This design comes from an exercise in tuning for small area, a short achievable clock period and few clock cycles on the open sky130 flow, not from production work.
Only simulation tests tie the RTL to the original design; equivalence was not proved.
Power and IR drop assume default switching activity.

== v6 ==
// segment_address_translator_top
module segment_address_translator_top (
    input  logic                       clk,
    input  logic                       rst_n,
    input  logic                       cmd_valid,
    output logic                       cmd_ready,
    input  logic [1:0]                 cmd_opcode,
    input  logic [sat_pkg::ORD_W-1:0]  cmd_ordinal,
    input  logic [sat_pkg::ADDR_W-1:0] cmd_segment_base,
    input  logic [sat_pkg::ADDR_W-1:0] cmd_segment_size,
    input  logic [sat_pkg::HOST_W-1:0] cmd_mapped_base,
    input  logic [sat_pkg::ADDR_W-1:0] cmd_address,
    input  logic [sat_pkg::ADDR_W-1:0] cmd_offset,
    output logic                       res_valid,
    input  logic                       res_ready,
    output logic [1:0]                 res_status,
    output logic [sat_pkg::HOST_W-1:0] res_translated,
    output logic                       res_cache_hit,
    input  logic                       cfg_write,
    input  logic [sat_pkg::ADDR_W-1:0] cfg_data
);
    localparam int N = sat_pkg::SEGMENT_SLOTS;
  ...
For scale: roughly 39000 cells after synthesis, ~350000 um^2 of cells after synthesis.
==> flow/config.mk <==
export PLATFORM = sky130hd
export DESIGN_NAME = segment_address_translator_top
export DESIGN_NICKNAME = segment_address_translator_top
export VERILOG_FILES = /design/flow/design.v
export SDC_FILE = /design/flow/constraint.sdc
export NUM_CORES = 8
export LEC_CHECK = 0
export CAP_MARGIN = 35
export CORE_MARGIN = 2
export CORE_UTILIZATION = 55
export CTS_CLUSTER_DIAMETER = 60
export CTS_CLUSTER_SIZE = 24
export PLACE_DENSITY = 0.65
export SLEW_MARGIN = 35
export SYNTH_HIERARCHICAL = 1
export SYNTH_MEMORY_MAX_BITS = 16384
==> flow/constraint.sdc <==
create_clock -name core_clock -period 8.0 [get_ports {clk}]
set_input_delay 1.6000 -clock core_clock [delete_from_list [all_inputs] [get_ports {clk}]]
set_output_delay 1.6000 -clock core_clock [all_outputs]
set_load 0.01 [all_outputs]
standard.sh (not shown) runs the stock make flow with config.mk's settings and CLKGATE_MAP_FILE= SYNTH_SCRIPT=/design/flow/synth_recipe.tcl, a recipe that flattens the netlist after the stock synthesis.
==> flow/flow/run.sh <==
#!/bin/bash
# Layout flow: the standard layout (standard.sh), with these changes.
#  1. Synthesis maps logic with abc_speed.script (delay-driven ABC mapping with a
#     delay target) in place of ORFS's own abc_speed.script, and without the
#     full/half-adder cell extraction; everything else in synthesis, registers
#     included, is the standard synthesis.
#  2. Timing repair aims below the clock period (SETUP_SLACK_MARGIN) only after
#     placement (CTS and global route stages), not at floorplan, and may resize
#     cells to other footprints there; it works on the worst half of the
#     failing endpoints only (TNS_END_PERCENT), since only the worst slack counts.
# Each step's full output goes to a log file of its own in this folder.
set -euo pipefail
W=$(pwd)
rm -rf "$W/scripts"
cp -r "$FLOW_HOME/scripts" "$W/scripts"
cp "$W/flow/abc_speed.script" "$W/scripts/abc_speed.script"
export SCRIPTS_DIR="$W/scripts"

MARGIN=$(cat "$W/flow/setup_margin.txt")

bash standard.sh ADDER_MAP_FILE= synth > "$W/log_synth.txt" 2>&1
bash standard.sh floorplan > "$W/log_floorplan.txt" 2>&1
bash standard.sh place > "$W/log_place.txt" 2>&1
bash standard.sh SETUP_SLACK_MARGIN=$MARGIN TNS_END_PERCENT=50 MATCH_CELL_FOOTPRINT=0 cts > "$W/log_cts.txt" 2>&1
bash standard.sh SETUP_SLACK_MARGIN=$MARGIN TNS_END_PERCENT=50 MATCH_CELL_FOOTPRINT=0 route > "$W/log_route.txt" 2>&1
bash standard.sh finish > "$W/log_finish.txt" 2>&1
test -f "$W/out/final.def"
==> flow/flow/abc_speed.script <==
&get -n
&st
&synch2
&if -g -K 6
&synch2
&put
dch -f
map -D 1500
buffer -c
topo
upsize -D 1500
dnsize -D 1500
stime -c
==> flow/flow/setup_margin.txt <==
4.5
Testbench counts of v6, summed over its fixed seeds: cycles 4,907.
Relative to v6, the following input files were edited for v7:
==> flow/flow/abc_speed.script <==
&get -n
&st
&synch2
&if -g -K 6
&synch2
&put
dch -f
map -D 1800
buffer -c
topo
upsize -D 1800
dnsize -D 1800
stime -c
--- outcome ---
v7 finished end to end and its layout was clean on timing, DRC and antenna.
Compared with v6, v7 shows a higher hold slack.
v6 → v7: maximum ir drop on the vdd rail now larger; total of clock buffers placed in the layout increased by 2.8% relative to the old numbers; combined global-route utilization of all metal layers climbed 1.0 points; clock power neither gained nor lost much.

==> afterwards: timing with drivers on the ports <==
The flow's constraints put no driver on any port. The routed layouts listed below were extracted and timed again, unchanged, in two steps. Step 1, drivers: a clkbuf_16 drives clk and a buf_2 each remaining input, both assumed. Step 2 adds t to the input delays and takes it off the output delays; t is the mean of the earliest and latest rising clock arrival at the registers after step 1. Input paths then give back, and output paths get back, about the clock's delay inside the block. Three values: ideal ports, drivers, drivers and shift; two values: the first two.
| run | shift t [ns] | setup slack, ns | worst hold slack (ns) | worst register clock-pin slew, ns |
|---|---|---|---|---|
| v6 | 1.319 | 4.114 / 4.114 / 3.331 | 0.314 / 0.314 / 0.314 | 0.11 / 0.11 |
| v7 | 1.304 | 4.095 / 4.095 / 3.304 | 0.323 / 0.323 / 0.323 | 0.10 / 0.10 |
After both steps every run listed still meets setup and hold. For v7, which loses most, drivers alone change the setup slack by 0.000 ns; drivers and shift together by -0.791 ns.
